Context: an optimization exercise on an open-source flow, tuned for small area. The choices shown serve that exercise and are no tape-out recipe. Only simulation tests tie the RTL to the original design; equivalence was not proved. No activity file was given, so power comes from the tool's default toggle rates.

==> flow/design.v <==
`default_nettype none
module padding #(
  parameter int INPUT_SIZE  = 14,
  parameter int OUTPUT_SIZE = INPUT_SIZE + 2,
  parameter int INPUT_BITS  = INPUT_SIZE * INPUT_SIZE * 4,
  parameter int OUTPUT_BITS = OUTPUT_SIZE * OUTPUT_SIZE * 4
) (
  input  logic                   clk,
  input  logic                   rst,
  input  logic                   start,
  input  logic [INPUT_BITS-1:0]  input_matrix,
  output logic [OUTPUT_BITS-1:0] output_matrix,
  output logic                   done
);
  localparam int c_ROW_BITS = INPUT_SIZE * 4;
  logic                  r_busy;    
  logic                  r_done;
  logic [INPUT_BITS-1:0] r_data;    
  logic w_load;
  logic w_keep;
  logic w_load1;
  assign w_load = start & ~r_busy & ~r_done;
  always_ff @(posedge clk or negedge rst) begin
    if (!rst) begin
      r_busy <= 1'b0;
      r_done <= 1'b0;
    end else begin
      r_busy <= w_load;
      r_done <= r_busy | (r_done & start);
    end
  end
  assign w_load1 = w_load & rst;
  assign w_keep  = rst & ~w_load;
  for (genvar i = 0; i < INPUT_BITS; i++) begin : g_bit
    padding_bit u_bit (
      .clk  (clk),
      .load (w_load1),
      .keep (w_keep),
      .d    (input_matrix[i]),
      .q    (r_data[i])
    );
  end
  always_comb begin
    output_matrix = '0;
    for (int r = 0; r < INPUT_SIZE; r++)
      output_matrix[((r + 1) * OUTPUT_SIZE + 1) * 4 +: c_ROW_BITS] =
        r_data[r * c_ROW_BITS +: c_ROW_BITS];
  end
  assign done = r_done;
endmodule
module padding_bit (
  input  logic clk,
  input  logic load,
  input  logic keep,
  input  logic d,
  output logic q
);
  always_ff @(posedge clk) begin
    q <= (load & d) | (keep & q);
  end
endmodule
`default_nettype wire
==> flow/flow/run.sh <==
#!/bin/bash
# Standard ORFS layout with these changes:
#  - port buffers inserted as the smallest plain buffer (buf_1) instead of
#    the resizer's default pick;
#  - pins also on met4 (top/bottom edges) so a smaller die holds them all;
#  - each input bit's pin grouped with the pin of the output bit it feeds,
#    so each register sits next to its own two pins;
#  - a clock tree built from fewer buffers with larger sink clusters and no
#    dummy loads.
set -euo pipefail
groups=""
for ((r = 0; r < 14; r++)); do
  for ((c = 0; c < 14; c++)); do
    for ((b = 0; b < 4; b++)); do
      i=$(( (r * 14 + c) * 4 + b ))
      o=$(( ((r + 1) * 16 + c + 1) * 4 + b ))
      groups+=" -group_pins {input_matrix[$i] output_matrix[$o]}"
    done
  done
done
export PLACE_PINS_ARGS="$groups"
export BUFFER_PORTS_ARGS="-buffer_cell sky130_fd_sc_hd__buf_1"
export IO_PLACER_V="met2 met4"
export CTS_ARGS="-sink_clustering_enable -repair_clock_nets -dont_use_dummy_load -sink_clustering_size 9 -sink_clustering_max_diameter 50 -buf_list {sky130_fd_sc_hd__clkbuf_4}"
bash standard.sh > standard_make.log 2>&1
==> flow/standard.sh <==
#!/bin/bash
# synth_recipe.tcl (not shown) runs the flow's synth.tcl, then flattens the netlist and writes it again
# the make line also repeats each setting of config.mk as NAME=value (left out here)
make -C /OpenROAD-flow-scripts/flow DESIGN_CONFIG=/design/flow/config.mk WORK_HOME=/design/flow/orfs CLKGATE_MAP_FILE= SYNTH_SCRIPT=/design/flow/synth_recipe.tcl "${@:-finish}"
==> flow/config.mk <==
export PLATFORM = sky130hd
export DESIGN_NAME = padding
export DESIGN_NICKNAME = padding
export VERILOG_FILES = /design/flow/design.v
export SDC_FILE = /design/flow/constraint.sdc
export NUM_CORES = 4
export LEC_CHECK = 0
export CAP_MARGIN = 20
export CORE_AREA = 5 5 395 395
export DIE_AREA = 0 0 400 400
export PLACE_DENSITY = 0.4
export SLEW_MARGIN = 20
export SYNTH_HIERARCHICAL = 1
export SYNTH_MINIMUM_KEEP_SIZE = 0
==> flow/constraint.sdc <==
create_clock -name core_clock -period 5.0 [get_ports {clk}]
set_input_delay 1.0000 -clock core_clock [delete_from_list [all_inputs] [get_ports {clk}]]
set_output_delay 1.0000 -clock core_clock [all_outputs]
set_load 0.01 [all_outputs]
==> parameters.txt, run 1 <==
Parameter                              Value

Floorplanning
  Floorplan die area ... about 160000 um2
  # IOs ... about 1800
  Core Region ... 152000 um2
  Die span in y ... 400 um
  DIE WIDTH ... 400 um
  Number of cell rows ... 143
  Initial cell density of the core ... 16.1%

Clocking
  Cts bufs inserted ... between 100 and 150
  Insertion delay of the later-clocked pin in the worst-skew pair ... 0.99 ns
  Post-CTS setup buffer count ... 0
  Clock input transition at the sequential cells of the worst setup and hold paths ... 0.10 ns
  CTS tree ... done
  Clock sink count ... just under 800
  Clock root buffer master ... sky130_fd_sc_hd__clkbuf_4
  Number of H-tree branching levels ... 3
  Max Buffers Root-to-Sink ... 3

Power
  Total power of the final layout ... 13.0 mW
  Pwr dens ... 330 nW/um2
  Highest ir drop seen on vdd ... 0.173 mV
  Static leakage power ... roughly 15 nW

Global route
  Via count of the first global-routing pass ... 25356
  Antenna violations before repair ... between 60 and 70
  Global-route wire length before repair ... 148000 um
  Global-route usage over all layers ... 12.0%
  Largest net degree at the start of global routing ... 180
  Overall overflow remaining after global route ... 0

Detailed routing
  Per-cell via count in the routed design ... ~4
  Detailed router's first-iteration violation count ... 1113
  Total Wirelength ... about 110000 um
  DR DRC count ... 0
  First-pass iteration count of the detailed router ... 5
  Number of nets with antenna violations after detailed routing ... 0
  Detail-routed net length per standard cell ... 17.5 um
  Total vias in the final route ... 24501

Timing
  Final total negative setup slack ... 0 ns
  Final min period ... 2.64 ns
  Endpoints failing setup ... 0
  Final hold violation count ... 0
  Upper clock frequency limit ... 0.379 GHz
  Slew at the pin with the worst max-slew slack ... 0.982 ns
  Final cycle utilization of the critical path ... 52.7%
  Unrepaired setup endpoints after global routing ... no
  Clock tree skew after final layout ... 0.137 ns
  Slew HR ... 34.6%
  Fin worst setup slack ... 2.36 ns
  Max-slew violation count ... 0

Setup path
  Endpoint arrival time on the critical path ... about 1.6 ns
  Kind of end point of the critical path ... output port
  Critical path's top delay family ... flip-flops
  Data required time at the worst endpoint ... ~4.0 ns
  CP max stage cell ... sky130_fd_sc_hd__dfxtp_1
  Delay contributed by the slowest stage of the critical path ... ~0.34 ns
  Crit Path Max Fanout ... 2
  Launching element type of the critical path ... register
  Buffers & Inverters on Critical Path ... 1
  Critical setup path kind ... reg -> out
  Cell-by-cell listing of the critical path ... buf_1

Logic synthesis
  Synthesized cell area ... 24500 um2
  Avg Inst Size Synth ... 13.5 um2
  Number of unique standard cell types used by synthesis ... 9
  Proportion of synthesized chip area in sequential cells ... about 64%
  Cell taking the most area after synthesis ... sky130_fd_sc_hd__dfxtp_1
  Number of warnings printed during yosys synthesis ... 8
  Top cells by area in the synthesized netlist ... sky130_fd_sc_hd__dfxtp_1 64%, sky130_fd_sc_hd__a22o_1 28%, sky130_fd_sc_hd__buf_4 7.4%, sky130_fd_sc_hd__dfrtp_1 0.20%, sky130_fd_sc_hd__nor3b_4 0.077%
  Post-synth top area share ... 64.2%
  Instance count of the mapped netlist ... 1815
  FF+latch count, synth ... between 700 and 800

Flow run
  Number of maximum-capacitance constraint violations ... 0

Place
  Count of buffers from port buffering ... about 1600
  Detail Placement HPWL ... between 70000 and 80000 um
  Worst slack after detailed placement ... 1.96 ns
  Routability cong. ... around 0.80

Cells and area
  Share of post-route cells with drive strength above 1 ... 3.56%
  Area growth, synth to finish ... 61.2%
  Final #Nets ... 4921

Min path
  Path category of the worst min-delay check ... in -> reg

Outcome
  Run status ... complete, no violations
-- synth_stat cells --
| library cell | count |
|---|---|
| sky130_fd_sc_hd__a22o_1 | 784 |
| sky130_fd_sc_hd__dfxtp_1 | 784 |
| sky130_fd_sc_hd__buf_4 | 240 |
| sky130_fd_sc_hd__dfrtp_1 | 2 |
| sky130_fd_sc_hd__a21o_2 | 1 |
| sky130_fd_sc_hd__and2_1 | 1 |
| sky130_fd_sc_hd__conb_1 | 1 |
| sky130_fd_sc_hd__nor2b_1 | 1 |
| sky130_fd_sc_hd__nor3b_4 | 1 |
-- cells in the final DEF, fill, tap and decap left out, drive strengths merged --
cell type       n
buf          1608
a22o          784
dfxtp         784
dlygate4sd3   604
conb          240
clkbuf        106
diode          63
dfrtp           2
nor3b           1
and2            1
nor2b           1
a21o            1
-- cells by family after synthesis --
group / synth area share (%)
DFF: 64.4
AOI/OAI and AO/OA: 28.1
buffers and inverters: 7.37
and+or+nand+nor: 0.128
other: 0.0153
-- state kept, by name, summed over array words and instances (netlist names) --
register	flops
g_bit.u_bit.q	784
r_busy	1
r_done	1
-- where the power goes --
group          switching [mW]  internal [mW]  total, mW  leakage (nW)
combinational            1.57           1.17       2.74          8.05
clock                    2.12          0.965       3.08         0.488
sequential              0.304           6.87       7.17          6.44
total                    3.99           9.01       13.0          15.0
-- routing by layer --
layer | share of wire (%) | up-vias | GRT usage, % | routed length (um)
met5 | 0.018 | - | 0 | 20
met4 | 13 | 2 | 13.3 | 13900
met3 | 6.6 | 705 | 2.88 | 7180
met2 | 52 | 1302 | 22.1 | 56100
met1 | 29 | 11169 | 10.0 | 31700
li1 | - | 11323 | - | -
-- final timing paths --
path | start | end | slack, ns | cells past startpoint
max | g_bit[437].u_bit.q | output_matrix[561] | 2.36 | 1
max in group asynchronous | rst | r_busy | 4.48 | 2
min in group asynchronous | rst | r_done | 0.36 | 2
min | input_matrix[167] | g_bit[167].u_bit.q | 0.28 | 2
min reg2reg | g_bit[205].u_bit.q | g_bit[205].u_bit.q | 0.47 | 1
max reg2reg | r_done | g_bit[142].u_bit.q | 2.59 | 4
-- layout make-up --
cell class | count | area, um2
Clock buffer | 106 | 796
Multi-Input combinational cell | 1028 | 7820
Timing Repair Buffer | 2212 | 12400
Fill cell | 16521 | 112000
Antenna cell | 63 | 158
Tap cell | 2030 | 2540
Sequential cell | 786 | 15700
-- per-module statistics from Yosys, one instance, submodules excluded --
module	times used	cell area, um2	cells inside	flops+latches
padding	1	1900	247	2
padding_bit	784	28.8	2	1
-- repair_timing --
action,4_1_cts,5_1_grt
hold buffers,604,0
resized for setup,0,0
hold endpoints to repair,605,0
endpoints found under the setup margin,0,0
-- per-stage QoR --
step	std cells	utilization [%]	hold WS (ns)	area (um2)
after floorplan	2054	-	0.477	25400
after global placement	5452	21.4	0.450	32400
after detailed placement	5452	21.4	0.451	32400
after CTS	6162	25.9	0.0000444	39300
after global routing	6223	26.0	0.0864	39400
final	6225	26.0	0.285	39400
==> inputs of run 2 (changes only) <==
--- a/flow/flow/run.sh
+++ b/flow/flow/run.sh
@@ -21,5 +21,5 @@
 export PLACE_PINS_ARGS="$groups"
 export BUFFER_PORTS_ARGS="-buffer_cell sky130_fd_sc_hd__buf_1"
 export IO_PLACER_V="met2 met4"
-export CTS_ARGS="-sink_clustering_enable -repair_clock_nets -dont_use_dummy_load -sink_clustering_size 9 -sink_clustering_max_diameter 50 -buf_list {sky130_fd_sc_hd__clkbuf_4}"
+export CTS_ARGS="-sink_clustering_enable -repair_clock_nets -dont_use_dummy_load -sink_clustering_size 18 -sink_clustering_max_diameter 80 -buf_list {sky130_fd_sc_hd__clkbuf_8}"
 bash standard.sh > standard_make.log 2>&1
==> parameters.txt, run 2 <==
Parameter                              Value

Outcome
  Run status ... complete, no violations

Timing
  Fin worst setup slack ... 2.26 ns
  Endpoints failing setup ... 0
  Final hold violation count ... 0
  Final min period ... roughly 2.7 ns
  Upper clock frequency limit ... 0.364 GHz
  Max-slew violation count ... 0
  Final total negative setup slack ... 0 ns
  Slew at the pin with the worst max-slew slack ... 0.968 ns
  Slew HR ... between 30% and 40%
  Clock tree skew after final layout ... between 0.05 and 0.06 ns
  Unrepaired setup endpoints after global routing ... no
  Worst Hold Margin ... 0.467 ns
  Final cycle utilization of the critical path ... 54.9%

Detailed routing
  Per-cell via count in the routed design ... 3.86
  Total vias in the final route ... roughly 22000
  Detailed router's first-iteration violation count ... between 1000 and 1500
  Number of nets with antenna violations after detailed routing ... 0
  Total Wirelength ... 104000 um
  Detail-routed net length per standard cell ... 18.5 um
  DR DRC count ... 0
  First-pass iteration count of the detailed router ... 5

Floorplanning
  # IOs ... 1812
  Core Region ... 152000 um2
  Floorplan die area ... ~160000 um2
  Number of cell rows ... 143
  Initial cell density of the core ... 16.1%
  DIE WIDTH ... 400 um
  Die span in y ... ~400 um

Logic synthesis
  Avg Inst Size Synth ... ~13 um2
  Most common library cells after synthesis ... 784 x sky130_fd_sc_hd__a22o_1, 784 x sky130_fd_sc_hd__dfxtp_1, 240 x sky130_fd_sc_hd__buf_4
  Count of flip-flops with a built-in enable after synthesis ... 0
  Instance count of the mapped netlist ... 1815
  Number of warnings printed during yosys synthesis ... 8
  Number of unique standard cell types used by synthesis ... 9
  Post-synth top area share ... 64.2%
  Top cells by area in the synthesized netlist ... sky130_fd_sc_hd__dfxtp_1 64%, sky130_fd_sc_hd__a22o_1 28%, sky130_fd_sc_hd__buf_4 7.4%, sky130_fd_sc_hd__dfrtp_1 0.20%, sky130_fd_sc_hd__nor3b_4 0.077%
  Leading register cell type out of synthesis ... sky130_fd_sc_hd__dfxtp_1
  Fraction of registers with async set or reset after synthesis ... 0.254%
  Proportion of synthesized chip area in sequential cells ... about 64%
  FF+latch count, synth ... between 700 and 800
  Synthesized cell area ... 24500 um2
  Cell taking the most area after synthesis ... sky130_fd_sc_hd__dfxtp_1

Setup path
  Launching element type of the critical path ... primary input
  Number of cells on the worst reg-to-reg path ... 4
  Delay contributed by the slowest stage of the critical path ... approximately 0.53 ns
  Reg-to-Reg Start ... r_done
  Critical setup path kind ... in -> reg
  Most used cell, CP ... sky130_fd_sc_hd__buf_12
  Crit Path Max Fanout ... around 180
  Endpoint arrival time on the critical path ... 3.33 ns
  Cell-by-cell listing of the critical path ... dlygate4sd3_1 -> buf_1 -> nor2b_4 -> buf_12 -> buf_12 -> a22o_1
  Data required time at the worst endpoint ... 5.58 ns
  Kind of end point of the critical path ... register
  Launch point of the worst path ... rst
  CP max stage cell ... sky130_fd_sc_hd__dlygate4sd3_1

Cells and area
  Max FFs per register ... 784
  Share of post-route cells with drive strength above 1 ... 2.73%
  End-of-flow core utilization ... between 20% and 30%
  Fill cell total of the finished layout ... between 15000 and 20000
  Final #Nets ... 4266
  Final cell area excluding filler cells ... 33400 um2
  Area of the multi-input gates ... 7820 um2
  Final Non-Filler Cells ... 5613
  Largest registers ranked by flip-flop count ... g_bit.u_bit.q: 784 flops, r_busy: 1 flops, r_done: 1 flops
  Area growth, synth to finish ... 36.7%
  Sequential Area ... between 15000 and 20000 um2
  Commonest non-fill, non-tap cell in the layout ... sky130_fd_sc_hd__buf_1
  Top reg by flops ... g_bit.u_bit.q
  Highest-count cells in the layout ignoring fill and taps ... 1571 x sky130_fd_sc_hd__buf_1, 784 x sky130_fd_sc_hd__a22o_1, 784 x sky130_fd_sc_hd__dfxtp_1

Min path
  Number of stages on the worst hold path ... 1
  Path category of the worst min-delay check ... reg -> reg
  Hold_sp ... g_bit[618].u_bit.q

Global route
  Global-route wire length before repair ... 136000 um
  Overall overflow remaining after global route ... 0
  Global-route usage over all layers ... 11.2%
  Largest net degree at the start of global routing ... 180
  Antenna violations before repair ... 106
  Via count of the first global-routing pass ... 21262

Clocking
  Post-cts gate resize count ... 0
  Clock root buffer master ... sky130_fd_sc_hd__clkbuf_8
  Clock sink count ... 786
  CTS tree ... done
  Cts bufs inserted ... 54
  Number of H-tree branching levels ... 2
  Clock input transition at the sequential cells of the worst setup and hold paths ... 0.04 ns
  Insertion delay of the later-clocked pin in the worst-skew pair ... 0.72 ns
  Max Buffers Root-to-Sink ... 3

Place
  Number of placed instances with taps included ... 5452
  Worst slack after detailed placement ... around 2.0 ns
  Placement-stage cell area ... 32400 um2
  Routability cong. ... 0.803
  Detail Placement HPWL ... 79500 um
  Count of buffers from port buffering ... 1571

Flow run
  Number of maximum-capacitance constraint violations ... 0

Power
  Static leakage power ... between 10 and 15 nW
  Pwr dens ... approximately 370 nW/um2
  Total power of the final layout ... 12.5 mW
  Highest ir drop seen on vdd ... about 0.18 mV
run 2: changes by cell type in the layout (fill, tap and decap cells not counted):
cell,previous run,this run
sky130_fd_sc_hd__diode_2,63,106
sky130_fd_sc_hd__dlygate4sd3_1,604,1
sky130_fd_sc_hd__clkbuf_4,106,0
sky130_fd_sc_hd__clkbuf_8,0,54
run 2: layout make-up:
cell class | instances | area share (%)
timing repair buffer | 1609 | 18.9
clock buffer | 54 | 2.22
tap | 2030 | 7.60
sequential | 786 | 47.1
antenna | 106 | 0.793
multi-input combinational | 1028 | 23.4
run 2: report_power, final:
| part | leakage (nW) | total, mW | switching [mW] | internal [mW] |
|---|---|---|---|---|
| Clock | 0.389 | 2.97 | 2.00 | 0.967 |
| Combinational | 5.54 | 2.31 | 1.44 | 0.866 |
| Sequential | 6.44 | 7.17 | 0.300 | 6.87 |
run 2: per-layer routing:
layer	vias up	part of all wire, %	GRT usage [%]	routed length, um
li1	10012	-	-	-
met1	9925	28	9.29	29300
met2	1180	52	20.7	54300
met3	557	6.7	2.57	6940
met4	0	13	12.7	13100
met5	-	0	0	0
run 2: final timing paths:
kind	endpoint	slack, ns
worst max-delay path	g_bit[618].u_bit.q	2.26
worst min-delay path	g_bit[618].u_bit.q	0.47
worst max register to register	g_bit[291].u_bit.q	2.59
worst min register to register	g_bit[618].u_bit.q	0.47
max in group asynchronous	r_busy	4.16
min in group asynchronous	r_done	0.68
run 2: timing repair:
| item | in CTS | in global routing |
|---|---|---|
| endpoints found under the hold margin | 2 | 0 |
| setup buffers | 0 | 0 |
| hold buffers | 1 | 0 |
| endpoints found under the setup margin | 0 | 0 |
run 2: modules after synthesis, one instance, submodules excluded:
module | flip-flops and latches | cell area (um2) | copies in the design
padding_bit | 1 | 28.8 | 784
padding | 2 | 1900 | 1
run 2: kinds of logic after synthesis:
family	count (synthesis)	synth area share (%)
buffers and inverters	240	7.37
DFF	786	64.4
other	1	0.0153
AOI/OAI and AO/OA	785	28.1
and+or+nand+nor	3	0.128
run 2: critical path, delay by kind of cell:
family	cells	cell delay, ns
AOI/OAI and AO/OA	1	0.24
and+or+nand+nor	1	0.26
buffers and inverters	4	1.49
==> inputs of run 3 (changes only) <==
--- a/flow/config.mk
+++ b/flow/config.mk
@@ -5,10 +5,10 @@
 export SDC_FILE = /design/flow/constraint.sdc
 export NUM_CORES = 4
 export LEC_CHECK = 0
-export CAP_MARGIN = 20
+export CAP_MARGIN = 0
 export CORE_AREA = 5 5 395 395
 export DIE_AREA = 0 0 400 400
 export PLACE_DENSITY = 0.4
-export SLEW_MARGIN = 20
+export SLEW_MARGIN = 0
 export SYNTH_HIERARCHICAL = 1
 export SYNTH_MINIMUM_KEEP_SIZE = 0
==> parameters.txt, run 3 <==
Parameter                              Value

Cells and area
  Final #Nets ... 4266
  Highest-count cells in the layout ignoring fill and taps ... 1571 x sky130_fd_sc_hd__buf_1, 784 x sky130_fd_sc_hd__a22o_1, 784 x sky130_fd_sc_hd__dfxtp_1
  Share of post-route cells with drive strength above 1 ... 2.73%
  Area of the multi-input gates ... between 7000 and 8000 um2
  Area growth, synth to finish ... 36.7%
  End-of-flow core utilization ... 22.1%
  Final cell area excluding filler cells ... 33400 um2
  Final Non-Filler Cells ... 5613
  Largest registers ranked by flip-flop count ... g_bit.u_bit.q: 784 flops, r_busy: 1 flops, r_done: 1 flops
  Top reg by flops ... g_bit.u_bit.q
  Commonest non-fill, non-tap cell in the layout ... sky130_fd_sc_hd__buf_1
  Fill cell total of the finished layout ... about 17000
  Sequential Area ... 15700 um2
  Max FFs per register ... 784

Global route
  Met1 track utilization from global routing ... 9.29%
  Met3 global-route usage ... 2.57%
  Global-route usage over all layers ... 11.2%
  GRT Max-Usage Layer ... met2
  Via count of the first global-routing pass ... 21262
  Met2 demand-to-capacity share in global routing ... 20.7%
  Antenna violations before repair ... 106
  Global-route wire length before repair ... 136000 um
  Largest net degree at the start of global routing ... 180
  Overall overflow remaining after global route ... 0

Min path
  Path category of the worst min-delay check ... reg -> reg

Clocking
  Number of H-tree branching levels ... 2
  Clock root buffer master ... sky130_fd_sc_hd__clkbuf_8
  Max Buffers Root-to-Sink ... 3
  CTS tree ... done
  Insertion delay of the later-clocked pin in the worst-skew pair ... between 0.7 and 0.8 ns
  Clock sink count ... a little under 800
  Clock input transition at the sequential cells of the worst setup and hold paths ... 0.04 ns
  Cts bufs inserted ... 54

Setup path
  Data required time at the worst endpoint ... 5.58 ns
  Crit Path Max Fanout ... roughly 180
  Critical path's top delay family ... buffers and inverters
  Delay contributed by the slowest stage of the critical path ... about 0.53 ns
  Kind of end point of the critical path ... register
  Buffers & Inverters on Critical Path ... 4
  Endpoint arrival time on the critical path ... 3.33 ns
  Most used cell, CP ... sky130_fd_sc_hd__buf_12
  CP max stage cell ... sky130_fd_sc_hd__dlygate4sd3_1
  Cell-by-cell listing of the critical path ... dlygate4sd3_1 -> buf_1 -> nor2b_4 -> buf_12 -> buf_12 -> a22o_1
  Critical setup path kind ... in -> reg
  Launching element type of the critical path ... primary input

Floorplanning
  Number of cell rows ... about 140
  DIE WIDTH ... 400 um
  Floorplan die area ... 160000 um2
  Initial cell density of the core ... approximately 16%
  Core Region ... 152000 um2
  Die span in y ... approximately 400 um
  # IOs ... around 1800

Power
  Static leakage power ... 12.4 nW
  Total power of the final layout ... 12.5 mW
  Highest ir drop seen on vdd ... 0.183 mV
  Pwr dens ... between 300 and 400 nW/um2

Detailed routing
  Per-cell via count in the routed design ... 3.86
  First-pass iteration count of the detailed router ... 5
  Total vias in the final route ... 21674
  Number of nets with antenna violations after detailed routing ... 0
  DR DRC count ... 0
  Detailed router's first-iteration violation count ... 1099
  Total Wirelength ... slightly above 100000 um
  Detail-routed net length per standard cell ... 18.5 um

Timing
  Clock tree skew after final layout ... a little over 0.05 ns
  Final min period ... 2.74 ns
  Fin worst setup slack ... 2.26 ns
  Upper clock frequency limit ... roughly 0.36 GHz
  Slew at the pin with the worst max-slew slack ... 0.968 ns
  Final total negative setup slack ... 0 ns
  Worst Hold Margin ... 0.467 ns
  Max-slew violation count ... 0
  Unrepaired setup endpoints after global routing ... no
  Final cycle utilization of the critical path ... ~55%
  Final hold violation count ... 0
  Slew HR ... 35.5%
  Endpoints failing setup ... 0

Flow run
  Number of maximum-capacitance constraint violations ... 0

Logic synthesis
  Proportion of synthesized chip area in sequential cells ... 64.4%
  Avg Inst Size Synth ... 13.5 um2
  Number of warnings printed during yosys synthesis ... 8
  Count of flip-flops with a built-in enable after synthesis ... 0
  Post-synth top area share ... ~64%
  Most common library cells after synthesis ... 784 x sky130_fd_sc_hd__a22o_1, 784 x sky130_fd_sc_hd__dfxtp_1, 240 x sky130_fd_sc_hd__buf_4
  Cell taking the most area after synthesis ... sky130_fd_sc_hd__dfxtp_1
  Synthesized cell area ... 24500 um2
  FF+latch count, synth ... 786
  Number of unique standard cell types used by synthesis ... 9
  Leading register cell type out of synthesis ... sky130_fd_sc_hd__dfxtp_1
  Instance count of the mapped netlist ... approximately 1800
  Top cells by area in the synthesized netlist ... sky130_fd_sc_hd__dfxtp_1 64%, sky130_fd_sc_hd__a22o_1 28%, sky130_fd_sc_hd__buf_4 7.4%, sky130_fd_sc_hd__dfrtp_1 0.20%, sky130_fd_sc_hd__nor3b_4 0.077%
  Fraction of registers with async set or reset after synthesis ... 0.254%

Place
  Worst slack after detailed placement ... 1.96 ns
  Detail Placement HPWL ... 79500 um
  Placement-stage cell area ... 32400 um2
  Number of placed instances with taps included ... about 5500
  Routability cong. ... about 0.8
  Count of buffers from port buffering ... roughly 1600

Outcome
  Run status ... complete, no violations
## run 3: cell counts after synthesis
No cell type changed its count.
## run 3: worst paths after layout
check,from,to,slack (ns),depth (start not counted)
max,rst,g_bit[618].u_bit.q,2.26,6
max in group asynchronous,rst,r_busy,4.16,2
max reg2reg,r_done,g_bit[291].u_bit.q,2.59,4
min in group asynchronous,rst,r_done,0.68,2
min,g_bit[618].u_bit.q,g_bit[618].u_bit.q,0.47,1
min reg2reg,g_bit[618].u_bit.q,g_bit[618].u_bit.q,0.47,1
## run 3: cell families after synthesis
| kind of cell | synth area share [%] |
|---|---|
| other | 0.0153 |
| flip-flops | 64.4 |
| AO/OA/AOI/OAI | 28.1 |
| buffers and inverters | 7.37 |
| AND/OR/NAND/NOR | 0.128 |
## run 3: cell type report
| class | instances | area share (%) |
|---|---|---|
| tap | 2030 | 7.60 |
| sequential | 786 | 47.1 |
| timing repair buffer | 1609 | 18.9 |
| antenna | 106 | 0.793 |
| multi-input combinational | 1028 | 23.4 |
| clock buffer | 54 | 2.22 |
## run 3: per-layer routing
| layer | vias to the layer above | wire length (um) | share of wire, % |
|---|---|---|---|
| li1 | 10012 | - | - |
| met1 | 9925 | 29300 | 28 |
| met2 | 1180 | 54300 | 52 |
| met3 | 557 | 6940 | 6.7 |
| met4 | 0 | 13100 | 13 |
| met5 | - | 0 | 0 |
## run 3: power breakdown
group / internal (mW) / switching, mW
Clock: 0.967 / 2.00
Combinational: 0.866 / 1.44
Sequential: 6.87 / 0.300
## run 3: modules after synthesis (local to each module, per instance)
module	flops+latches	cells inside	cell area, um2
padding	2	247	1900
padding_bit	1	2	28.8
## run 3: what timing repair did
| action | 4_1_cts | 5_1_grt |
|---|---|---|
| buffers inserted | 0 | 0 |
| hold buffers | 1 | 0 |
| resized for setup | 0 | 0 |
| endpoints found under the hold margin | 2 | 0 |

-- static timing again, ports no longer ideal --
The flow's constraints put no driver on any port. The routed layouts listed below were extracted and timed again, unchanged, in two steps. Step 1 (the two cells are an assumption about what drives the block):
set clk [get_ports {clk}]
set_driving_cell -lib_cell sky130_fd_sc_hd__clkbuf_16 $clk
set_driving_cell -lib_cell sky130_fd_sc_hd__buf_2 [delete_from_list [all_inputs] $clk]
Step 2, shift: input delay + t, output delay - t, t = (earliest + latest rising clock arrival at the registers) / 2. This alone moves slack from input paths to output paths. a / b / c = ideal / step 1 / step 2; a / b = the first two.
| run | t, ns | setup slack, ns | worst data-port slew with drivers (ns) |
|---|---|---|---|
| run 1 | 1.034 | 2.364 / 2.282 / 1.393 | 0.11 |
| run 2 | 0.757 | 2.255 / 2.306 / 1.549 | 0.11 |
| run 3 | 0.757 | 2.255 / 2.306 / 1.549 | 0.11 |
After both steps setup and hold are still met in every run listed. For run 1, which loses most, drivers alone change the setup slack by -0.082 ns; drivers and shift together by -0.971 ns.
